What follows belongs to an exercise in optimizing a design on an open flow for small area, a short achievable clock period and few clock cycles; a production flow would make more cautious choices. In this exercise RTL edits were held to simulation tests only and were not proved equivalent to the original. No activity file was given, so power comes from the tool's default toggle rates.

==> flow/design.v <==
`timescale 1ns / 1ps
package evq_pkg;
    typedef enum logic [1:0] {
        OP_POST  = 2'd0,
        OP_GET   = 2'd1,
        OP_PEEK  = 2'd2,
        OP_FLUSH = 2'd3
    } evq_op_t;
    typedef struct packed {
        logic [15:0]        ev_type;
        logic [15:0]        message;
        logic [15:0]        modifiers;
        logic signed [15:0] x;
        logic signed [15:0] y;
        logic [31:0]        stamp;
    } evq_rec_t;
    localparam int REC_W = 5 * 16 + 32;   
    typedef struct packed {
        logic hit;      
        logic at_end;   
    } evq_stat_t;
endpackage
`timescale 1ns / 1ps
module evq_match #(
    parameter int N = 15
) (
    input  logic [N-1:0] type_match,
    input  logic [N-1:0] live,
    input  logic [N-1:0] at_or_after_head,
    output logic [N-1:0] hits,
    output logic [N-1:0] first,
    output logic         any_hit,
    output logic         two_hits
);
    logic [N-1:0][N-1:0] ahead;    
    assign hits = type_match & live;
    always_comb
    begin
        for (int i = 0; i < N; i++)
        begin
            for (int j = 0; j < N; j++)
            begin
                if (j < i)
                begin
                    ahead[i][j] = live[j] && (at_or_after_head[j] || !at_or_after_head[i]);
                end
                else if (j > i)
                begin
                    ahead[i][j] = live[j] && at_or_after_head[j] && !at_or_after_head[i];
                end
                else
                begin
                    ahead[i][j] = 1'b0;
                end
            end
        end
    end
    always_comb
    begin
        for (int i = 0; i < N; i++)
        begin
            first[i] = hits[i] && !(|(type_match & ahead[i]));
        end
    end
    assign any_hit = |hits;
    always_comb
    begin
        two_hits = 1'b0;
        for (int i = 1; i < N; i++)
        begin
            two_hits = two_hits | (hits[i] & |(hits & N'((1 << i) - 1)));
        end
    end
endmodule
`timescale 1ns / 1ps
module evq_ram #(
    parameter int WIDTH = 112,
    parameter int DEPTH = 15
) (
    input  logic                        clk,
    input  logic [DEPTH-1:0]            we,
    input  logic [WIDTH-1:0]            wdata,
    output logic [DEPTH-1:0][WIDTH-1:0] words
);
    logic [DEPTH-1:0][WIDTH-1:0] mem;
    always_ff @(posedge clk)
    begin
        for (int i = 0; i < DEPTH; i++)
        begin
            if (we[i])
            begin
                mem[i] <= wdata;
            end
        end
    end
    assign words = mem;
endmodule
`timescale 1ns / 1ps
module masked_event_ring_queue #(
    parameter int QUEUE_DEPTH = 16
) (
    input  logic               clk,
    input  logic               rst_n,
    input  logic               in_valid,
    output logic               in_stall,
    input  logic [1:0]         op,
    input  logic [15:0]        mask,
    input  logic [15:0]        ev_type,
    input  logic [15:0]        ev_message,
    input  logic [15:0]        ev_modifiers,
    input  logic signed [15:0] ev_x,
    input  logic signed [15:0] ev_y,
    input  logic [31:0]        now_tick,
    input  logic signed [15:0] cur_x,
    input  logic signed [15:0] cur_y,
    input  logic [15:0]        cur_modifiers,
    output logic               out_valid,
    input  logic               out_stall,
    output logic               found,
    output logic [15:0]        out_type,
    output logic [15:0]        out_message,
    output logic [15:0]        out_modifiers,
    output logic signed [15:0] out_x,
    output logic signed [15:0] out_y,
    output logic [31:0]        out_when
);
    localparam int N = QUEUE_DEPTH;
    localparam int W = evq_pkg::REC_W;
    logic [N-1:0]        hoh_reg;        
    logic [N-1:0]        toh_reg;        
    logic [N-1:0]        hge_reg;        
    logic [N-1:0]        live_reg;       
    logic [N-1:0]        dead_reg;       
    logic                fp1_reg;        
    logic                fp2_reg;        
    logic [N-1:0]        fl_drop_reg;    
    logic [8:0]          cnt_01_reg;     
    logic [8:0]          cnt_23_reg;     
    logic                stall_out_reg;  
    logic                stall_fl_reg;   
    logic                hz_reg;         
    logic                a_vld_reg;
    logic                a_get_reg;
    logic                a_flush_reg;
    logic [N-1:0]        a_tm_reg;
    logic [15:0]         a_cx_reg, a_cy_reg, a_cmod_reg;
    logic                v1_reg;
    logic                found1_reg;
    logic [N-1:0]        sel1_reg;
    logic [15:0]         cx1_reg, cy1_reg, cmod1_reg;
    logic                out_vld_reg;
    logic                out_found_reg;
    evq_pkg::evq_rec_t   out_rec_reg;
    logic                s2_free;
    logic                s1_stuck;
    logic                b_go;
    logic                acc;
    logic                acc_post;
    logic                acc_query;
    evq_pkg::evq_rec_t   post_rec;
    evq_pkg::evq_rec_t   rd_rec;
    logic [N-1:0][W-1:0] words;
    logic [N-1:0]        tm_in;
    logic [N-1:0]        we;
    logic [N-1:0]        hits;
    logic [N-1:0]        first;
    logic                any_hit;
    logic                take1;
    logic                two_hits;
    logic                took;
    logic                drop;
    logic                step1;
    logic [8:0]          cnt_01, cnt_23;
    logic [N-1:0]        c_gt;           
    logic [3:0][4:0]     cnt_g;          
    logic [N-1:0]        fl_drop;        
    logic [N-1:0]        fl_head;        
    logic [N-1:0]        fl_hge;         
    logic [N-1:0]        hoh_e, hge_e;   
    logic [N-1:0]        hge_pri;        
    logic [N-1:0]        hoh_next, toh_next, hge_next, live_next, dead_next;
    logic                full;
    function automatic logic [4:0] cnt4(input logic [3:0] b);
        cnt4 = '0;
        for (int m = 0; m < 16; m++)
        begin
            if (b == 4'(m))
            begin
                cnt4[(m & 1) + ((m >> 1) & 1) + ((m >> 2) & 1) + ((m >> 3) & 1)] = 1'b1;
            end
        end
    endfunction
    function automatic logic [8:0] add_oh44(input logic [4:0] a, input logic [4:0] b);
        add_oh44 = '0;
        for (int i = 0; i < 5; i++)
        begin
            for (int j = 0; j < 5; j++)
            begin
                add_oh44[i+j] = add_oh44[i+j] | (a[i] & b[j]);
            end
        end
    endfunction
    function automatic logic [N-1:0] rot1(input logic [N-1:0] v);
        rot1 = {v[N-2:0], v[N-1]};
    endfunction
    assign s2_free   = !out_vld_reg || !out_stall;
    assign s1_stuck  = v1_reg && !s2_free;
    assign b_go      = a_vld_reg && !fp1_reg && !s1_stuck;
    assign in_stall  = (stall_out_reg && out_stall) || stall_fl_reg || hz_reg;
    assign acc       = in_valid && !s1_stuck && !(a_vld_reg && fp1_reg) && !hz_reg;
    assign acc_post  = acc && (op == evq_pkg::OP_POST);
    assign acc_query = acc && (op != evq_pkg::OP_POST);
    always_comb
    begin
        post_rec.ev_type   = ev_type;
        post_rec.message   = ev_message;
        post_rec.modifiers = ev_modifiers;
        post_rec.x         = ev_x;
        post_rec.y         = ev_y;
        post_rec.stamp     = now_tick;
    end
    assign we = hz_reg ? '0 : toh_reg;
    evq_ram #(
        .WIDTH (W),
        .DEPTH (N)
    ) u_ram (
        .clk   (clk),
        .we    (we),
        .wdata (post_rec),
        .words (words)
    );
    always_comb
    begin
        for (int i = 0; i < N; i++)
        begin
            tm_in[i] = |(words[i][W-1 -: 16] & mask);
        end
    end
    evq_match #(
        .N (N)
    ) u_match (
        .type_match       (a_tm_reg),
        .live             (live_reg & ~dead_reg),
        .at_or_after_head (hge_pri),
        .hits             (hits),
        .first            (first),
        .any_hit          (any_hit),
        .two_hits         (two_hits)
    );
    assign took      = b_go && any_hit && (a_get_reg || a_flush_reg);
    assign take1     = b_go && any_hit && (a_get_reg || a_flush_reg);
    assign full      = |(rot1(toh_reg) & hoh_e);
    assign drop      = acc_post && !fp1_reg && full && !took;
    assign step1     = take1 || drop;
    assign toh_next  = acc_post ? rot1(toh_reg) : toh_reg;
    always_comb
    begin
        for (int g = 0; g < 4; g++)
        begin
            cnt_g[g] = cnt4(hits[4*g +: 4]);
        end
        cnt_01 = add_oh44(cnt_g[0], cnt_g[1]);
        cnt_23 = add_oh44(cnt_g[2], cnt_g[3]);
        for (int k = 0; k < N; k++)
        begin
            c_gt[k] = 1'b0;
            for (int a = 0; a < 9; a++)
            begin
                for (int b = 0; b < 9; b++)
                begin
                    if (a + b > k)
                    begin
                        c_gt[k] = c_gt[k] | (cnt_01_reg[a] & cnt_23_reg[b]);
                    end
                end
            end
        end
        for (int i = 0; i < N; i++)
        begin
            fl_drop[i] = 1'b0;
            for (int k = 0; k < N; k++)
            begin
                if (k < N - 1)
                begin
                    fl_drop[i] = fl_drop[i] | (hoh_reg[(i - k + N) % N] & c_gt[k+1]);
                end
            end
        end
        for (int i = 0; i < N; i++)
        begin
            fl_head[i] = fl_drop_reg[(i + N - 1) % N] & !fl_drop_reg[i];
        end
        fl_hge = fl_drop_reg[N-1] ? ~(fl_drop_reg & ~hge_reg) : (hge_reg & ~fl_drop_reg);
        hoh_e  = fp2_reg ? fl_head : hoh_reg;
        hge_e  = fp2_reg ? fl_hge : hge_reg;
        hge_pri = hge_reg | ((fp2_reg && fl_drop_reg[N-1]) ? '1 : '0);
    end
    always_comb
    begin
        dead_next = (dead_reg
                     | ((b_go && a_get_reg) ? first : '0)
                     | ((b_go && a_flush_reg) ? hits : '0))
                    & ~(acc_post ? toh_reg : '0);
        if (fp1_reg)
        begin
            hoh_next  = hoh_reg;
            hge_next  = hge_reg;
            live_next = (live_reg & ~fl_drop) | (acc_post ? toh_reg : '0);
        end
        else
        begin
            hoh_next  = step1 ? rot1(hoh_e) : hoh_e;
            hge_next  = step1 ? (hoh_e[N-1] ? '1 : (hge_e & ~hoh_e)) : hge_e;
            live_next = (live_reg & ~(step1 ? hoh_e : '0)) | (acc_post ? toh_reg : '0);
        end
    end
    always_ff @(posedge clk or negedge rst_n)
    begin
        if (!rst_n)
        begin
            hoh_reg     <= N'(1);
            toh_reg     <= N'(1);
            hge_reg     <= '1;
            live_reg    <= '0;
            fp1_reg     <= 1'b0;
            fp2_reg     <= 1'b0;
            a_vld_reg   <= 1'b0;
            v1_reg      <= 1'b0;
            out_vld_reg <= 1'b0;
            stall_out_reg <= 1'b0;
            stall_fl_reg  <= 1'b0;
            hz_reg        <= 1'b0;
        end
        else
        begin
            hoh_reg     <= hoh_next;
            toh_reg     <= toh_next;
            hge_reg     <= hge_next;
            live_reg    <= live_next;
            fp1_reg     <= b_go && a_flush_reg && two_hits;
            fp2_reg     <= fp1_reg;
            a_vld_reg   <= acc_query || (a_vld_reg && !b_go);
            v1_reg      <= b_go || s1_stuck;
            out_vld_reg <= v1_reg || (out_vld_reg && out_stall);
            stall_out_reg <= (b_go || s1_stuck) && (v1_reg || (out_vld_reg && out_stall));
            stall_fl_reg  <= (acc_query || (a_vld_reg && !b_go)) && (b_go && a_flush_reg && two_hits);
            hz_reg        <= (b_go && !a_flush_reg && full && acc_post && |(hits & hoh_e))
                             || (hz_reg && s1_stuck);
        end
    end
    always_ff @(posedge clk)
    begin
        dead_reg      <= dead_next;
        cnt_01_reg    <= cnt_01;
        cnt_23_reg    <= cnt_23;
        fl_drop_reg   <= fl_drop;
        if (!a_vld_reg || b_go)
        begin
            a_get_reg   <= (op == evq_pkg::OP_GET);
            a_flush_reg <= (op == evq_pkg::OP_FLUSH);
            a_tm_reg    <= tm_in;
            a_cx_reg    <= cur_x;
            a_cy_reg    <= cur_y;
            a_cmod_reg  <= cur_modifiers;
        end
        if (!s1_stuck)
        begin
            found1_reg <= any_hit && !a_flush_reg;
            sel1_reg   <= a_flush_reg ? '0 : first;
            cx1_reg    <= a_cx_reg;
            cy1_reg    <= a_cy_reg;
            cmod1_reg  <= a_cmod_reg;
        end
        if (s2_free)
        begin
            out_found_reg <= found1_reg;
            out_rec_reg   <= rd_rec;
        end
    end
    always_comb
    begin
        rd_rec = '0;
        for (int i = 0; i < N; i++)
        begin
            rd_rec = rd_rec | ({W{sel1_reg[i]}} & words[i]);
        end
        if (!found1_reg)
        begin
            rd_rec.modifiers = cmod1_reg;
            rd_rec.x         = cx1_reg;
            rd_rec.y         = cy1_reg;
        end
    end
    assign out_valid     = out_vld_reg;
    assign found         = out_found_reg;
    assign out_type      = out_rec_reg.ev_type;
    assign out_message   = out_rec_reg.message;
    assign out_modifiers = out_rec_reg.modifiers;
    assign out_x         = out_rec_reg.x;
    assign out_y         = out_rec_reg.y;
    assign out_when      = out_rec_reg.stamp;
endmodule
==> flow/run.sh <==
#!/bin/bash
# synth_recipe.tcl (not shown) runs the flow's synth.tcl, then flattens the netlist and writes it again
# the make line also repeats each setting of config.mk as NAME=value (left out here)
make -C /OpenROAD-flow-scripts/flow DESIGN_CONFIG=/design/flow/config.mk WORK_HOME=/design/flow/orfs CLKGATE_MAP_FILE= SYNTH_SCRIPT=/design/flow/synth_recipe.tcl finish
==> flow/config.mk <==
export PLATFORM = sky130hd
export DESIGN_NAME = masked_event_ring_queue
export DESIGN_NICKNAME = masked_event_ring_queue
export VERILOG_FILES = /design/flow/design.v
export SDC_FILE = /design/flow/constraint.sdc
export NUM_CORES = 4
export LEC_CHECK = 0
export ABC_CLOCK_PERIOD_IN_PS = 2000
export CAP_MARGIN = 20
export CORE_MARGIN = 2
export CORE_UTILIZATION = 60
export CTS_CLUSTER_DIAMETER = 80
export CTS_CLUSTER_SIZE = 25
export PLACE_DENSITY = 0.72
export SETUP_SLACK_MARGIN = 2.8
export SLEW_MARGIN = 20
==> flow/constraint.sdc <==
create_clock -name core_clock -period 5.0 [get_ports {clk}]
set_input_delay 1.0000 -clock core_clock [delete_from_list [all_inputs] [get_ports {clk}]]
set_output_delay 1.0000 -clock core_clock [all_outputs]
set_load 0.01 [all_outputs]
==> metrics.md, run 1 <==
| Metric | Value |
|---|---|
| Final max-slew violation count | `0` |
| Clock-pin slew on the worst setup and hold paths | `100 ps` |
| Synth Cell Area | `81500 sq um` |
| CP Launch Type | `primary input` |
| Overflow after GRT | `0` |
| Hold crit path type | `primary input to async pin` |
| Die height | `372 um` |
| Met2 Use GR | `56.5%` |
| Initial antenna violation count | `24` |
| Worst vdd ir | `0.000764 V` |
| Final Hold Fails | `0` |
| Clk buf depth | `3` |
| Distinct cells, synth | `76` |
| Mux contribution to synthesized area | `0%` |
| IO Port Bufs | `296` |
| Total Wirelength | `269 mm` |
| Drt wl/cell | `37.8 um` |
| Total of warnings raised by yosys | `3` |
| Synth Flop Type | `edfxtp_1` |
| Sum of negative setup slack | `0 ps` |
| CP max-delay cell | `nor2_1` |
| Post-route DRC | `0` |
| Worst skew pair latency | `760 ps` |
| Synth Area in XOR/XNOR | `0.0645%` |
| Dpl hpwl | `135 mm` |
| Asr flop ratio synth | `3.34%` |
| Non-Filler Instances | `7113` |
| Synth Net Count | `4991` |
| Crit path capture type | `register` |
| Routing usage on met3 | `7.86%` |
| Rows | `135` |
| CTS Hold Buffers Added | `0` |
| Vias per cell | `7.55` |
| Core ar. | `135000 sq um` |
| Gr busiest metal | `met2` |
| Top-level port count | `297` |
| CTS H-tree depth | `3` |
| Initial DRC count | `9437` |
| Status | `timing/DRC/antenna clean` |
| Gpl congestion | `1.03` |
| Sequential-to-total area share from yosys stat | `78.5%` |
| Critical path class | `primary input to register` |
| TritonCTS buffer count | `101` |
| Final Skew | `38.1 ps` |
| Synth Area in Adders | `0.0123%` |
| Buffers and inverters on the worst path | `5` |
| CP top delay family | `buffers and inverters` |
| Crit path required time | `5640 ps` |
| Leak Pwr | `30.9 nW` |
| Largest net degree at the start of global routing | `113` |
| Synth Instances | `4809` |
| GRT Overall Usage | `36.8%` |
| Critical path fanouts, max | `12` |
| Die area | `139000 sq um` |
| PD cells | `659 nW/um^2` |
| Final min period | `2780 ps` |
| Synthesized area per cell | `16.9 sq um` |
| Yosys reg bits | `2158` |
| Placed Instances | `6652` |
| Top-count cell post-synth | `edfxtp_1` |
| Layout cells sized above 1 | `19.3%` |
| Cell taking the most area after synthesis | `edfxtp_1` |
| Synth Area in Simple Gates | `4.64%` |
| Fmax | `359 MHz` |
| Synth top area share | `75.1%` |
| GR Layer Usage met1 | `52.7%` |
| Via count | `53.7k` |
| Post-synthesis compound-gate area fraction | `14.9%` |
| Slew HR | `30.9%` |
| Starting Density | `60.3%` |
| RSZ-0062 raised after global routing | `true` |
| Vias in the first global route | `49.4k` |
| Pre-Repair DR Iteration Count | `15` |
| CTS tree | `done` |
| Max FFs per register | `1792` |
| Root Driver | `clkbuf_16` |
| Slowest Stage Delay on Critical Path | `470 ps` |
| Final worst-path cycle share | `55.7%` |
| CP Data Arrival Time | `3420 ps` |
| Filler cell count | `8673` |
| Area Overhead vs Synth | `15.7%` |
| EDFF count, synth | `2036` |
| Cell mode on critical path | `buf_6` |
| Post-synth top cells | `edfxtp_1, a22o_1, a221oi_1` |
| # nets final | `5464` |
| Slew @ Worst Pin | `1040 ps` |
| Largest family of logic cells by synthesized area | `compound AO/OA/AOI/OAI gates` |
| Finish-stage setup viols | `0` |
| Die width | `372 um` |
| Global-route wire length before repair | `362 mm` |
| Sink Count | `2158` |
| Max-cap violation count | `0` |
| Ranking of synthesized cells by area | `edfxtp_1, a22o_1, a221oi_1` |
| Antenna viol nets, final | `0` |
| Cells along the critical path | `clkdlybuf4s50_1 -> nor2_1 -> nand3b_1 -> buf_4 -> o32ai_4 -> buf_6 -> buf_6 -> nor2b_4 -> buf_6 -> nand2b_1 -> o21ai_1` |
==> layer usage <==
metal  vias up  share of wire (%)
met5         -              0.042
met1     27100                 36
met4        18                4.6
met2      4671                 45
met3       784                 14
li1      21100                  -
==> cells in the final DEF, fill, tap and decap left out, drive strengths merged, types with 133 or more instances in the layout <==
cell type      netlist  routed
edfxtp            2036    2036
buf                 84     528
a22o               402     402
a221oi             391     391
a22oi              325     325
nor2               173     173
nand2              168     169
clkdlybuf4s50        0     163
nand4              156     156
clkbuf             272     133
==> cell type report <==
cell class | count | area, sq um | area share [%]
Timing Repair Buffer | 719 | 6950 | 7.37
Inverter | 33 | 131 | 0.139
Sequential cell | 2158 | 64000 | 67.9
Multi-Input combinational cell | 2269 | 17900 | 19.0
Tap cell | 1781 | 2230 | 2.36
Antenna cell | 12 | 30.0 | 0.0319
Clock buffer | 122 | 2720 | 2.89
Clock inverter | 19 | 264 | 0.280
==> path summary, 6_finish.rpt <==
path / depth (start not counted) / slack (ps) / endpoint / from
setup / recovery: 11 / 2220 / live_reg[15] / op[1]
hold / removal: 1 / 390 / hoh_reg[12] / rst_n
setup reg to reg: 12 / 2260 / hge_reg[4] / fp2_reg
hold reg to reg: 0 / 410 / cx1_reg[13] / a_cx_reg[13]
max in group asynchronous: 1 / 3870 / hoh_reg[6] / rst_n
min in group core_clock: 0 / 410 / cx1_reg[13] / a_cx_reg[13]
==> through the flow <==
step / hold slack, ps / setup slack (ps) / instance area [sq um] / util (%) / power (W)
after detailed placement: 405 / 1030 / 86700 / 64.2 / 0.0484
after floorplan: 352 / 1540 / 81700 / - / 0.0388
after global placement: 401 / 1110 / 86700 / 64.2 / 0.0480
after CTS: 412 / 2320 / 92300 / 68.3 / 0.0595
after global routing: 425 / 2200 / 94300 / 69.7 / 0.0636
final: 393 / 2220 / 94300 / 69.8 / 0.0621
==> worst register-to-register path: cells and delay by family, from the launching register on <==
kind / cells / cell delay (ps)
AO/OA/AOI/OAI: 4 / 860
buffers and inverters: 6 / 860
flip-flops: 1 / 470
AND/OR/NAND/NOR: 2 / 500
==> power breakdown <==
| group | switching [W] | internal (W) | leakage, nW | total, W |
|---|---|---|---|---|
| Combinational | 0.0158 | 0.00764 | 9.12 | 0.0234 |
| Sequential | 0.00262 | 0.0265 | 20.3 | 0.0292 |
| Clock | 0.00549 | 0.00403 | 1.45 | 0.00951 |
==> logic make-up after synthesis <==
group / Yosys count
flops: 2158
compound gates: 1516
simple gates: 739
buf+inv: 389
xor+xnor: 6
fa+ha+maj: 1
==> timing repair <==
| action | in CTS | in global routing |
|---|---|---|
| resized for setup | 847 | 246 |
| setup buffers | 175 | 101 |
| setup endpoints to repair | 1617 | 345 |
| pin swaps | 126 | 118 |
| cloned | 16 | 16 |
Testbench counts, summed over its fixed seeds: cycles 8,205.
==> run 2, diff against run 1 <==
--- a/flow/config.mk
+++ b/flow/config.mk
@@ -9,8 +9,8 @@
 export CAP_MARGIN = 20
 export CORE_MARGIN = 2
-export CORE_UTILIZATION = 60
+export CORE_UTILIZATION = 65
 export CTS_CLUSTER_DIAMETER = 80
 export CTS_CLUSTER_SIZE = 25
-export PLACE_DENSITY = 0.72
-export SETUP_SLACK_MARGIN = 2.8
+export PLACE_DENSITY = 0.76
+export SETUP_SLACK_MARGIN = 2.6
 export SLEW_MARGIN = 20
==> run 2 against run 1 <==
Routed wire length fell by 5.5%. Register-to-register slack got worse by 30 ps. Hold slack improved by 1.2 ps. Final area fell by 2.0%. Critical endpoint is now live_reg[5].
==> metrics.md, run 2 <==
| Metric | Value |
|---|---|
| Status | `timing/DRC/antenna clean (unchanged)` |
| Via count | `53.0k (was 53.7k)` |
| Flop pwr share | `48.3% (was 47.0%)` |
| Final Skew | `34.3 ps (was 38.1 ps)` |
| Vias per cell | `7.73 (was 7.55)` |
| Net Sw Power | `0.0229 W (was 0.0239 W)` |
| Gate power share | `36.4% (was 37.7%)` |
| Drt wl/cell | `37.1 um (was 37.8 um)` |
| Pre-Repair DR Iteration Count | `13 (was 15)` |
| Reg-to-reg startpoint | `cnt_01_reg[3] (was fp2_reg)` |
| Total Wirelength | `254 mm (was 269 mm)` |
| Critical path fanouts, max | `7 (was 12)` |
| Cells along the critical path | `or3_4 -> a221oi_4 -> buf_6 -> and3_4 -> buf_12 -> nand3_4 -> buf_4 -> a222oi_1 -> nand4_1 -> a31oi_1 (was clkdlybuf4s50_1 -> nor2_1 -> nand3b_1 -> buf_4 -> o32ai_4 -> buf_6 -> buf_6 -> nor2b_4 -> buf_6 -> nand2b_1 -> o21ai_1)` |
| Clk buf depth | `3 (unchanged)` |
| Worst reg-to-reg path cell count | `10 (was 12)` |
| Commonest non-fill, non-tap cell in the layout | `edfxtp_1 (unchanged)` |
| Crit path required time | `5680 ps (was 5640 ps)` |
| Worst skew pair latency | `750 ps (was 760 ps)` |
| Worst vdd ir | `0.000669 V (was 0.000764 V)` |
| Fin worst setup slack | `2230 ps (was 2220 ps)` |
| Area Overhead vs Synth | `13.4% (was 15.7%)` |
| CP max-delay cell | `or3_4 (was nor2_1)` |
| # nets final | `5343 (was 5464)` |
| Distinct cells, synth | `76 (unchanged)` |
| Slew @ Worst Pin | `1240 ps (was 1040 ps)` |
| Pre-CTS setup slack | `990 ps (was 1030 ps)` |
| CP top delay family | `simple AND/OR/NAND/NOR gates (was buffers and inverters)` |
| Starting Density | `65.7% (was 60.3%)` |
| IO Port Bufs | `296 (unchanged)` |
| CTS H-tree depth | `3 (unchanged)` |
| Final Hold Fails | `0 (unchanged)` |
| CTS tree | `done (unchanged)` |
| Overflow after GRT | `0 (unchanged)` |
| Leak Pwr | `30.0 nW (was 30.9 nW)` |
| Post-route DRC | `0 (unchanged)` |
| Synth Flop Type | `edfxtp_1 (unchanged)` |
| Slew HR | `17.3% (was 30.9%)` |
| Gpl congestion | `1.04 (was 1.03)` |
| Switching share of power | `38.0% (was 38.5%)` |
| Die width | `358 um (was 372 um)` |
| Buffers and inverters on the worst path | `3 (was 5)` |
| Ranking of synthesized cells by area | `edfxtp_1, a22o_1, a221oi_1 (unchanged)` |
| Synth Net Count | `4991 (unchanged)` |
| Die height | `358 um (was 372 um)` |
| Core ar. | `124000 sq um (was 135000 sq um)` |
| Most frequent cells in the layout | `edfxtp_1, a22o_1, a221oi_1 (unchanged)` |
| Crit path capture type | `register (unchanged)` |
| Clock share of power | `15.3% (about the same)` |
| Hold crit path type | `primary input to async pin (unchanged)` |
| Total Power | `0.0602 W (was 0.0621 W)` |
| Die area | `128000 sq um (was 139000 sq um)` |
| Clock-pin slew on the worst setup and hold paths | `110 ps (was 100 ps)` |
| Synth top area share | `75.1% (unchanged)` |
| Initial DRC count | `9810 (was 9437)` |
| Synthesized area per cell | `16.9 sq um (unchanged)` |
| PD cells | `652 nW/um^2 (was 659 nW/um^2)` |
| Finish-stage setup viols | `0 (unchanged)` |
| Final max-slew violation count | `0 (unchanged)` |
| Filler cell count | `7301 (was 8673)` |
| Dpl cell area | `86600 sq um (was 86700 sq um)` |
| Final min period | `2770 ps (was 2780 ps)` |
| Top-level port count | `297 (unchanged)` |
| Sink Count | `2158 (unchanged)` |
| Rows | `129 (was 135)` |
| Total of warnings raised by yosys | `3 (unchanged)` |
| Yosys reg bits | `2158 (unchanged)` |
| Root Driver | `clkbuf_16 (unchanged)` |
| Synth Instances | `4809 (unchanged)` |
| GRT Overall Usage | `38.9% (was 36.8%)` |
| Layout cells sized above 1 | `14.6% (was 19.3%)` |
| Sequential-to-total area share from yosys stat | `78.5% (unchanged)` |
| CP Data Arrival Time | `3460 ps (was 3420 ps)` |
| TritonCTS buffer count | `99 (was 101)` |
| CP Launch Type | `register (was primary input)` |
| Dpl hpwl | `134 mm (was 135 mm)` |
| CTS Hold Buffers Added | `0 (unchanged)` |
| Cell taking the most area after synthesis | `edfxtp_1 (unchanged)` |
| Max FFs per register | `1792 (unchanged)` |
| Critical path class | `register to register (was primary input to register)` |
| R2R Setup Slk | `2230 ps (was 2260 ps)` |
| Initial antenna violation count | `23 (was 24)` |
| EDFF count, synth | `2036 (unchanged)` |
| Fin area | `92400 sq um (was 94300 sq um)` |
| RSZ-0062 raised after global routing | `true (unchanged)` |
| Top-count cell post-synth | `edfxtp_1 (unchanged)` |
| Post-synth top cells | `edfxtp_1, a22o_1, a221oi_1 (unchanged)` |
| Largest net degree at the start of global routing | `113 (unchanged)` |
| Slowest Stage Delay on Critical Path | `390 ps (was 470 ps)` |
| Synth Cell Area | `81500 sq um (unchanged)` |
| Vias in the first global route | `49.8k (was 49.4k)` |
| Fmax | `360 MHz (was 359 MHz)` |
| Antenna viol nets, final | `0 (unchanged)` |
| Global-route wire length before repair | `354 mm (was 362 mm)` |
| Sum of negative setup slack | `0 ps (unchanged)` |
| Crit. Startpoint | `cnt_01_reg[3] (was op[1])` |
| FF-to-FF End | `live_reg[5] (was hge_reg[4])` |
| Final worst-path cycle share | `55.5% (was 55.7%)` |
| Max-cap violation count | `0 (unchanged)` |
| Asr flop ratio synth | `3.34% (unchanged)` |
| Int Pwr | `0.0373 W (was 0.0382 W)` |
-- run 2: final cells by class --
type                    count  area [sq um]  share of cell area (%)
inverters                  33           131                   0.142
multi-input cells        2273         17500                    18.9
repair buffers            596          5900                    6.38
diodes                     14          35.0                  0.0379
flip-flops and latches   2158         64000                    69.3
clock inverters            16           250                   0.271
well taps                1637          2050                    2.22
clock buffers             120          2580                    2.79
-- run 2: power by group through the flow --
stage	registers [W]	clock network (W)	logic [W]
floorplan	0.0285	0	0.0103
global placement	0.0292	0	0.0187
detailed placement	0.0294	0	0.0189
CTS	0.0289	0.00922	0.0205
global route	0.0294	0.00982	0.0226
finish	0.0291	0.00921	0.0219
-- run 2: worst max path at each step --
stage / cells past startpoint / slack (ps) / to
finish: 10 / 2230 / live_reg[5]
global route: 11 / 2170 / live_reg[5]
CTS: 3 / 2190 / in_stall
detailed placement: 10 / 990 / hge_reg[10]
global placement: 10 / 1010 / hge_reg[10]
floorplan: 9 / 1540 / hge_reg[13]
-- run 2: kinds of logic (layout without fill, tap and decap cells) --
logic type	Yosys count	count (layout)	synth area share, %
compound gates	1516	1520	14.9
xor+xnor	6	6	0.0645
fa+ha+maj	1	1	0.0123
buf+inv	389	765	1.86
flops	2158	2158	78.5
other cells	0	14	0
simple gates	739	746	4.64
-- run 2: routing by layer --
layer	global-route usage, %	up-vias	part of all wire (%)
li1	-	20900	-
met1	55.3	26700	36
met2	59.3	4582	45
met3	9.34	746	14
met4	14.9	24	4.6
met5	0	-	0.061
-- run 2: per-stage QoR --
step | cells | hold WS (ps) | util (%)
4_1_cts | 6772 | 413 | 73.7
3_5_place_dp | 6505 | 405 | 69.9
3_3_place_gp | 6502 | 402 | 69.8
6_report | 6847 | 394 | 74.6
2_1_floorplan | 4809 | 352 | -
5_1_grt | 6845 | 433 | 74.5
-- run 2: timing repair --
item                        CTS  global route
setup buffers               118            56
pin swaps                    92            69
setup endpoints to repair  1235           133
cloned                       13             5
gates resized for setup     606           159
hold endpoints to repair      0             0

==> static timing again, ports no longer ideal <==
The results above use ideal ports. As a check the final layouts listed here were re-extracted and re-timed, cells and wires unchanged.
Step 1: set_driving_cell puts a clkbuf_16 on clk and a buf_2 on each other input, an assumption about the parent block.
Step 2 times the ports against the registers' clock, not the clock port: input delays grow and output delays shrink by t, the midpoint of the rising clock arrivals with the driver on.
Three values: no drivers, after step 1, after step 2; two values: the first two.
run | shift t [ns] | slack for setup (ns) | clock arrival spread, ns | slew at the worst register clock pin (ns)
run 1 | 0.837 | 2.217 / 2.255 / 1.436 | 0.045 / 0.045 | 0.11 / 0.11
run 2 | 0.820 | 2.225 / 2.189 / 1.507 | 0.043 / 0.044 | 0.11 / 0.11
After both steps setup and hold are still met in every run listed. The setup slack of run 1, which loses most, moves by +0.038 ns with the drivers and by -0.781 ns with both steps.
